What follows belongs to an exercise in optimizing a design on an open flow for small area, a short achievable clock period and few clock cycles per item; a production flow would make more cautious choices.
Where RTL was checked, it was by simulation tests only, not by an equivalence proof against the original.
Power is estimated from default activity; no workload was simulated.

==> module picl_regs, before the edit <==
module picl_regs (
    input  logic                                i_clk,
    input  logic                                i_rst_n,
    input  logic                                psel,
    input  logic                                penable,
    input  logic                                pwrite,
    input  logic [picl_pkg::CFG_ADDR_W-1:0]     paddr,
    input  logic [picl_pkg::CFG_DATA_W-1:0]     pwdata,
    output logic [picl_pkg::CFG_DATA_W-1:0]     prdata,
    output logic                                pready,
    output picl_pkg::t_cfg                      o_cfg
);
    picl_pkg::t_cfg     r_cfg;
    picl_pkg::t_reg_idx w_idx;
    logic [picl_pkg::CFG_DATA_W-1:0] r_prdata;
    logic               w_wr;
    assign pready = 1'b1;
    assign w_idx  = picl_pkg::t_reg_idx'(paddr[picl_pkg::CFG_ADDR_W-1:2]);
    assign w_wr   = psel && penable && pwrite;
    assign o_cfg  = r_cfg;
    always_ff @(posedge i_clk) begin
        if (!i_rst_n) begin
            r_cfg.kp          <= '0;
            r_cfg.ki          <= '0;
            r_cfg.zero_offset <= picl_pkg::CUR_W'(picl_pkg::RST_ZERO_OFFSET);
            r_cfg.pwm_limit   <= '0;
            r_cfg.cur_limit   <= picl_pkg::CUR_W'(picl_pkg::RST_CUR_LIMIT);
            r_cfg.avg_sel     <= '0;
        end else if (w_wr) begin
            unique case (w_idx)
                picl_pkg::REG_KP:          r_cfg.kp          <= pwdata;
                picl_pkg::REG_KI:          r_cfg.ki          <= pwdata;
                picl_pkg::REG_ZERO_OFFSET: r_cfg.zero_offset <= pwdata[picl_pkg::CUR_W-1:0];
                picl_pkg::REG_PWM_LIMIT:   r_cfg.pwm_limit   <= pwdata[picl_pkg::PWM_W-1:0];
                picl_pkg::REG_CUR_LIMIT:   r_cfg.cur_limit   <= pwdata[picl_pkg::CUR_W-1:0];
                picl_pkg::REG_AVG_SEL:     r_cfg.avg_sel     <= pwdata[picl_pkg::AVG_SEL_W-1:0];
                default: ;
            endcase
        end
    end
    always_ff @(posedge i_clk) begin
        case (w_idx)
            picl_pkg::REG_KP:          r_prdata <= r_cfg.kp;
            picl_pkg::REG_KI:          r_prdata <= r_cfg.ki;
            picl_pkg::REG_ZERO_OFFSET: r_prdata <= picl_pkg::CFG_DATA_W'(r_cfg.zero_offset);
            picl_pkg::REG_PWM_LIMIT:   r_prdata <= picl_pkg::CFG_DATA_W'(r_cfg.pwm_limit);
            picl_pkg::REG_CUR_LIMIT:   r_prdata <= picl_pkg::CFG_DATA_W'(r_cfg.cur_limit);
            picl_pkg::REG_AVG_SEL:     r_prdata <= picl_pkg::CFG_DATA_W'(r_cfg.avg_sel);
            default:                   r_prdata <= '0;
        endcase
    end
    assign prdata = r_prdata;
endmodule
clock: 19.0 ns
lec_check: 0
cap_margin: 20
core_margin: 2
core_utilization: 40
slew_margin: 20
standard.sh (not shown) runs the stock make flow with config.mk's settings and CLKGATE_MAP_FILE= SYNTH_SCRIPT=/design/flow/synth_recipe.tcl, a recipe that flattens the netlist after the stock synthesis.
==> flow/flow/run.sh <==
#!/bin/bash
# Standard ORFS layout, with the repair steps asked to leave extra setup
# slack (the clock constraint itself is the design's, unchanged).
set -euo pipefail
export SETUP_SLACK_MARGIN=${PICL_SETUP_MARGIN:-14}
bash standard.sh > standard.log 2>&1
Testbench counts at the start, summed over its fixed seeds: cycles 15,840, items 15,360.
Rerun with:
--- a/flow/design.v
+++ b/flow/design.v
@@ -69,11 +69,11 @@
     output logic                                pready,
     output picl_pkg::t_cfg                      o_cfg
 );
     picl_pkg::t_cfg     r_cfg;
     picl_pkg::t_reg_idx w_idx;
-    logic [picl_pkg::CFG_DATA_W-1:0] r_prdata;
+    logic [5:0]         r_rsel;      
     logic               w_wr;
     assign pready = 1'b1;
     assign w_idx  = picl_pkg::t_reg_idx'(paddr[picl_pkg::CFG_ADDR_W-1:2]);
     assign w_wr   = psel && penable && pwrite;
     assign o_cfg  = r_cfg;
@@ -96,21 +96,22 @@
                 default: ;
             endcase
         end
     end
     always_ff @(posedge i_clk) begin
-        case (w_idx)
-            picl_pkg::REG_KP:          r_prdata <= r_cfg.kp;
-            picl_pkg::REG_KI:          r_prdata <= r_cfg.ki;
-            picl_pkg::REG_ZERO_OFFSET: r_prdata <= picl_pkg::CFG_DATA_W'(r_cfg.zero_offset);
-            picl_pkg::REG_PWM_LIMIT:   r_prdata <= picl_pkg::CFG_DATA_W'(r_cfg.pwm_limit);
-            picl_pkg::REG_CUR_LIMIT:   r_prdata <= picl_pkg::CFG_DATA_W'(r_cfg.cur_limit);
-            picl_pkg::REG_AVG_SEL:     r_prdata <= picl_pkg::CFG_DATA_W'(r_cfg.avg_sel);
-            default:                   r_prdata <= '0;
-        endcase
+        for (int i = 0; i < 6; i++) begin
+            r_rsel[i] <= (paddr[picl_pkg::CFG_ADDR_W-1:2] == 3'(i));
+        end
+    end
+    always_comb begin
+        prdata = ({32{r_rsel[0]}} & r_cfg.kp)
+               | ({32{r_rsel[1]}} & r_cfg.ki)
+               | ({32{r_rsel[2]}} & picl_pkg::CFG_DATA_W'(r_cfg.zero_offset))
+               | ({32{r_rsel[3]}} & picl_pkg::CFG_DATA_W'(r_cfg.pwm_limit))
+               | ({32{r_rsel[4]}} & picl_pkg::CFG_DATA_W'(r_cfg.cur_limit))
+               | ({32{r_rsel[5]}} & picl_pkg::CFG_DATA_W'(r_cfg.avg_sel));
     end
-    assign prdata = r_prdata;
 endmodule
 `timescale 1ns / 1ps
 module picl_core (
     input  logic                 i_clk,
     input  logic                 i_rst_n,
After rerunning: Sequential power came out lower by about 4%; clock power goes down by about 7%; hold slack hardly moves; die area is lower by 3.0%; clock-buffer cell count went down by 9; area after synthesis came out lower by 3.0%; flip-flop and latch count goes down by 26; total power drops by 2.0%; cell area shrinks by 2.1%; setup slack gets worse by 650 ps; routed wire length went down by 1.2%; non-clock buffer count is higher by 30; via count shrinks by 0.85%; clock skew fell by 5.8 ps.
The RTL of the second run of this note was laid out without a check of its function.

[re-timing with driven ports]
The results above use ideal ports. As a check the final layouts listed here were re-extracted and re-timed, cells and wires unchanged. Step 1 (the two cells are an assumption about what drives the block):
set clk [get_ports {i_clk}]
set_driving_cell -lib_cell sky130_fd_sc_hd__clkbuf_16 $clk
set_driving_cell -lib_cell sky130_fd_sc_hd__buf_2 [delete_from_list [all_inputs] $clk]
Step 2 moves the port delays by t, midway between the first and last clock arrival at a register: inputs arrive t later, outputs are due t later. That takes back most of the time a late clock gives input paths. Three values: ideal, step 1, step 2; two values: the first two.
run | t, ns | setup slack, ns | hold slack, ns
the first run | 0.698 | 13.847 / 13.884 / 13.191 | 0.414 / 0.414 / 0.414
the second run | 0.690 | 13.196 / 13.133 / 13.387 | 0.414 / 0.414 / 0.414
After both steps setup and hold are still met in every run listed. The setup slack of the first run, which loses most, moves by +0.037 ns with the drivers and by -0.656 ns with both steps.
